This design comes from an exercise in tuning for small area on the open sky130 flow, not from production work.
Only simulation tests tie the RTL to the original design; equivalence was not proved.
Power and IR drop assume default switching activity.

File: config.mk
export PLATFORM = sky130hd
export DESIGN_NAME = sifh_hist_peak
export DESIGN_NICKNAME = sifh_hist_peak
export VERILOG_FILES = /design/flow/design.v
export SDC_FILE = /design/flow/constraint.sdc
export NUM_CORES = 4
export LEC_CHECK = 0
export CAP_MARGIN = 20
export CORE_MARGIN = 2
export CORE_UTILIZATION = 40
export SLEW_MARGIN = 20
File: constraint.sdc
create_clock -name core_clock -period 10.0 [get_ports {clk}]
set_input_delay 2.0000 -clock core_clock [delete_from_list [all_inputs] [get_ports {clk}]]
set_output_delay 2.0000 -clock core_clock [all_outputs]
set_load 0.01 [all_outputs]
File: design.v
module sifh_hist_peak #(
    parameter int unsigned NP       = 12,
    parameter int unsigned NB       = 6,
    parameter int unsigned PIXELS   = 4,
    parameter int unsigned DATA_NUM = 4,
    parameter int unsigned ACQ_NUM  = 8,
    parameter int unsigned CNT_W    = 8
) (
    input  logic                 clk,
    input  logic                 res,
    input  logic                 in_valid,
    output logic                 in_ready,
    input  logic [NP-1:0]        in_data,
    output logic                 out_valid,
    output logic [NP*PIXELS-1:0] out_result,
    output logic                 pass_id
);
    localparam int unsigned NG = ACQ_NUM - 1;    
    localparam int unsigned EW = NB + 1;         
    logic [7:0] idx_q;
    logic       out_valid_q;
    logic [1:0] smp;
    logic [1:0] pix;
    logic [2:0] acq;
    logic       fine;
    assign smp  = idx_q[1:0];
    assign pix  = idx_q[3:2];
    assign acq  = idx_q[6:4];
    assign fine = idx_q[7];
    always_ff @(posedge clk) begin
        if (res) begin
            idx_q       <= '0;
            out_valid_q <= 1'b0;
        end else begin
            out_valid_q <= in_valid && (idx_q == 8'hff);
            if (in_valid) begin
                idx_q <= idx_q + 8'd1;
            end
        end
    end
    assign in_ready  = 1'b1;
    assign pass_id   = fine;
    assign out_valid = out_valid_q;
    logic [5:0]  max_q  [PIXELS];
    logic [NB-1:0] peak_q [PIXELS];
    logic [NB-1:0] c_q    [PIXELS];
    logic [NB-1:0] cur_c;
    logic          valid;
    logic [NB-1:0] bin;
    logic [EW-1:0] ent;
    assign cur_c = c_q[pix];
    assign valid = !fine || (in_data[NP-1 -: NB] == cur_c);
    assign bin   = fine ? in_data[NB-1:0] : in_data[NP-1 -: NB];
    assign ent   = {valid, bin};
    logic [EW-1:0] w_q [3];
    logic [EW-1:0] ring_q [PIXELS][NG][DATA_NUM];
    logic          rot;
    assign rot = in_valid && (smp == 2'd3);
    always_ff @(posedge clk) begin
        if (in_valid) begin
            w_q[0] <= ent;
            w_q[1] <= w_q[0];
            w_q[2] <= w_q[1];
        end
    end
    always_ff @(posedge clk) begin
        if (rot) begin
            for (int b = 0; b < PIXELS - 1; b++) begin
                for (int g = 0; g < NG; g++) begin
                    for (int e = 0; e < DATA_NUM; e++) begin
                        ring_q[b][g][e] <= ring_q[b+1][g][e];
                    end
                end
            end
            ring_q[PIXELS-1][0][0] <= ent;
            ring_q[PIXELS-1][0][1] <= w_q[0];
            ring_q[PIXELS-1][0][2] <= w_q[1];
            ring_q[PIXELS-1][0][3] <= w_q[2];
            for (int g = 1; g < NG; g++) begin
                for (int e = 0; e < DATA_NUM; e++) begin
                    ring_q[PIXELS-1][g][e] <= ring_q[0][g-1][e];
                end
            end
        end
    end
    logic [NG*DATA_NUM+2:0] hit;
    always_comb begin
        for (int g = 0; g < NG; g++) begin
            for (int e = 0; e < DATA_NUM; e++) begin
                hit[g*DATA_NUM+e] = (3'(g) < acq) && ring_q[0][g][e][NB]
                                  && (ring_q[0][g][e][NB-1:0] == bin);
            end
        end
        for (int k = 0; k < 3; k++) begin
            hit[NG*DATA_NUM+k] = (2'(k) < smp) && w_q[k][NB] && (w_q[k][NB-1:0] == bin);
        end
    end
    logic [4:0] pop;
    always_comb begin
        pop = '0;
        for (int i = 0; i < NG*DATA_NUM+3; i++) begin
            pop = pop + 5'(hit[i]);
        end
    end
    logic       first, upd;
    logic [5:0] new_max;
    logic [NB-1:0] new_peak;
    assign first    = (acq == 3'd0) && (smp == 2'd0);
    assign upd      = first || (valid && ({1'b0, pop} >= max_q[pix]));
    assign new_max  = valid ? ({1'b0, pop} + 6'd1) : 6'd0;
    assign new_peak = valid ? bin : NB'(1 << (NB - 1));
    always_ff @(posedge clk) begin
        for (int p = 0; p < PIXELS; p++) begin
            if (in_valid && upd && (pix == 2'(p))) begin
                max_q[p]  <= new_max;
                peak_q[p] <= new_peak;
            end
        end
    end
    always_ff @(posedge clk) begin
        if (in_valid && (idx_q == 8'h7f)) begin
            for (int p = 0; p < PIXELS - 1; p++) begin
                c_q[p] <= peak_q[p];
            end
            c_q[PIXELS-1] <= upd ? new_peak : peak_q[PIXELS-1];
        end
    end
    always_comb begin
        for (int p = 0; p < PIXELS; p++) begin
            out_result[p*NP +: NP] = {c_q[p], peak_q[p]};
        end
    end
endmodule
File: run.sh
#!/bin/bash
# synth_recipe.tcl (not shown) runs the flow's synth.tcl, then flattens the netlist and writes it again
# the make line also repeats each setting of config.mk as NAME=value (left out here)
make -C /OpenROAD-flow-scripts/flow DESIGN_CONFIG=/design/flow/config.mk WORK_HOME=/design/flow/orfs CLKGATE_MAP_FILE= SYNTH_SCRIPT=/design/flow/synth_recipe.tcl finish
==> results.txt <==
==> registers in the layout, summed over array words and instances, names as in the netlist <==
name	count
ring_q	784
c_q	24
max_q	24
peak_q	24
w_q	21
idx_q	8
out_valid_q	1
==> stage by stage <==
step                setup WS, ns  hold slack (ns)
floorplan                  0.194            0.400
global placement           0.122            0.400
finish                     0.710            0.394
detailed placement        0.0519            0.405
global route               0.343            0.400
CTS                        0.702            0.391
==> worst paths after layout <==
path                 startpoint            end  slack (ns)  cells past startpoint
hold / removal    ring_q[59][3]  ring_q[31][3]        0.39                      0
hold reg to reg   ring_q[59][3]  ring_q[31][3]        0.39                      0
setup reg to reg       idx_q[6]   peak_q[2][3]        1.67                     21
setup / recovery     in_data[8]   peak_q[2][3]        0.71                     24
==> worst reg2reg max path, stage by stage (launching register included) <==
cell and delay [ns]:
dfxtp_1 0.83, and3_1 0.74, nand3_1 0.17, nor3_1 0.17
nand4_1 0.15, fa_1 0.59, fa_1 0.46, fa_1 0.57
fa_1 0.48, fa_1 0.55, inv_1 0.06, fa_1 0.50
fa_1 0.47, fa_1 0.41, xor2_1 0.27, ha_1 0.27
o21ai_0 0.16, a21oi_1 0.06, o31ai_1 0.46, o21a_1 0.30
and4bb_1 0.28, buf_12 0.16
==> placed cells by master, fill, tap and decap left out, types with 12 or more instances in the layout <==
master / synthesis / layout
nand4_1: 30 / 30
xor2_1: 114 / 114
inv_1: 36 / 36
buf_4: 1 / 34
xnor2_1: 90 / 90
clkbuf_16: 0 / 86
edfxtp_1: 877 / 877
clkdlybuf4s50_1: 0 / 64
nor2_1: 22 / 21
mux4_2: 12 / 12
nand3_1: 32 / 32
ha_1: 16 / 16
clkbuf_1: 12 / 20
fa_1: 23 / 23
clkinv_1: 0 / 18
nor3_1: 24 / 24
==> cell families after synthesis <==
kind of cell,after synthesis,share of synthesized area [%]
muxes,19,1.13
xor gates and xnor gates,204,5.86
other,1,0.0123
buffers and inverters,69,0.980
AOI/OAI and AO/OA,24,0.513
DFF,886,86.9
adders and majority gates,39,2.17
and+or+nand+nor,138,2.43
==> power by group through the flow <==
stage                     Combinational (mW)  Sequential, mW  Clock [mW]
after floorplan                       0.0872            4.19           0
after CTS                              0.149            4.11        3.24
after detailed placement               0.149            4.19           0
after global routing                   0.161            4.11        3.39
final                                  0.147            4.11        3.16
after global placement                 0.146            4.19           0
==> area by class of cell <==
type | count | area [sq um] | share of cell area [%]
timing repair buffer | 108 | 1100 | 3.09
sequential | 886 | 26500 | 74.7
multi-input combinational | 425 | 3770 | 10.6
inverter | 36 | 135 | 0.381
clock inverter | 48 | 536 | 1.51
tap | 978 | 1220 | 3.45
clock buffer | 106 | 2230 | 6.27
==> metal layers <==
metal / vias to the layer above / GRT usage, % / share of wire (%)
met5: - / 0 / 0
li1: 5630 / - / -
met2: 230 / 19.3 / 47
met4: 0 / 4.31 / 2.3
met1: 6424 / 18.5 / 46
met3: 81 / 2.89 / 4.4
==> reports/qor.yml <==
synthesis:
  ys.flop_type: "edfxtp_1"
  synthCells: 1380
  async_flop_share_pct: 0
  synth_area_leaders: "edfxtp_1 86%, xor2_1 3.3%, xnor2_1 2.6%"
  yosys-top-cells-count: "877 x edfxtp_1, 114 x xor2_1, 90 x xnor2_1"
  syn_nets: 1434
  synth_edf_count: 877
  synth_warnings: 6
  ys_types: 38
  yosys.cell_count.top_type: "edfxtp_1"
  synth.top_cell.area_share_pct: 86.3
  ys_seq_area_share_pct: 86.9
  synth_area_sq_mm: 0.0305
  ys_ff_latch: 886
  syn_avg_cell_area_sq_um: 22.1
  yosysTopAreaCell: "edfxtp_1"
clock_tree:
  clockBufferDepth: 3
  hold_buffers: 0
  clock_latency_ns: 0.64
  cts_tree: "built"
  cts.sink_count: 886
  post-cts-setup-buffers: 0
  cts.repair.resized: 0
  root_buffer: "clkbuf_16"
  cts_buffers: 84
  htreeDepth: 3
  clk_pin_slew_ns: 0.06
grt:
  first_global_vias: 12494
  overflow: 0
  grt_pass1_wl_mm: 75.1
  grt.total_usage_pct: 12.8
  antenna_found_initial: 0
  grt_max_degree: 203
setup_path:
  critical_path.max_stage_delay_ns: 0.55
  worst_path_max_delay_cell: "fa_1"
  critPathTopFamily: "adder cells"
  path_max_fanout: 23
  crit_chain: "clkdlybuf4s50_1 -> mux2i_4 -> buf_12 -> xor2_1 -> nand3_1 -> nor3_1 -> nand4_1 -> fa_1 -> fa_1 -> fa_1 -> fa_1 -> fa_1 -> inv_1 -> fa_1 -> fa_1 -> fa_1 -> xor2_1 -> ha_1 -> o21ai_0 -> a21oi_1 -> o31ai_1 -> o21a_1 -> and4bb_1 -> buf_12"
  critPathCaptureType: "register"
  crit_buf_inv: 4
  critPathKind: "primary input to register"
  arrival_ns: 9.69
  start_kind: "primary input"
  cpMostUsedCell: "fa_1"
  cp.required_ns: 10.40
drt:
  drc: 0
  drt_iter0_markers: 1276
  ant_nets: 0
  first_pass_iters: 5
  wire_per_inst_um: 19.5
  wirelength_mm: 50.4
  vias: 12365
  vias_per_cell: 4.78
timing:
  rsz0062_at_grt: "no"
  max_freq_mhz: 108
  min_period_over_period_pct: 92.9
  hold_viol: 0
  clock_skew_ns: 0.0288
  finalSetupTns_ns: 0
  slew_headroom_pct: 26.3
  finalSetupViolations: 0
  finalMaxSlewViolations: 0
  finalCriticalPeriod_ns: 9.29
  tightestPinTransition_ns: 1.11
pwr:
  leakagePower_nw: 11.3
  p_clk_share_pct: 42.6
  powerDensity_mw_per_mm2: 209
  seq_power_share_pct: 55.4
  totalPowerFinal_mw: 7.42
  intPower_mw: 5.97
  netSwitchingFraction_pct: 19.5
  ir_drop_v: 0.000168
  p_sw_mw: 1.44
  power_frac_comb_pct: 2.0
floorplan:
  die_area_sq_mm: 0.0785
  start_util_pct: 40.3
  die_w_um: 280
  die_h_um: 280
  coreArea_sq_mm: 0.0757
  ios: 66
  rows: 101
final_layout:
  nNetsFinal: 1595
  antenna_cells: 0
  stdcell_count: 2587
  drive_above_1_share_pct: 11.3
  fillers: 6150
  fin_area_sq_mm: 0.0355
  fin_util_pct: 46.9
  area_growth_pct: 16.4
hold_path:
  hold_class: "register to register"
placement:
  dp_hpwl_mm: 30.5
  io_buffer_count: 64
  gp_congestion: 0.802
  place_area_sq_mm: 0.0327
  placed_cells: 2433
outcome:
  status: "complete, no violations"
job:
  cap_violations: 0

[port drivers added, routing unchanged]
How much do the figures lean on ideal ports? The routed layout below was timed once more, with nothing changed but the port constraints. Step 1: set_driving_cell puts a clkbuf_16 on clk and a buf_2 on each other input, an assumption about the parent block. Step 2 also shifts input and output timing later by t, the mid clock arrival at the registers, as if the neighbouring blocks saw the same clock. Slacks: ideal ports / drivers / drivers and shift; pairs: ideal ports / drivers.
t, ns: 0.685
setup WS [ns]: 0.710 / 0.743 / 0.057
worst setup path after step 2: input to register
After both steps setup and hold are still met in this run. The setup slack of this run moves by +0.033 ns with the drivers and by -0.653 ns with both steps.
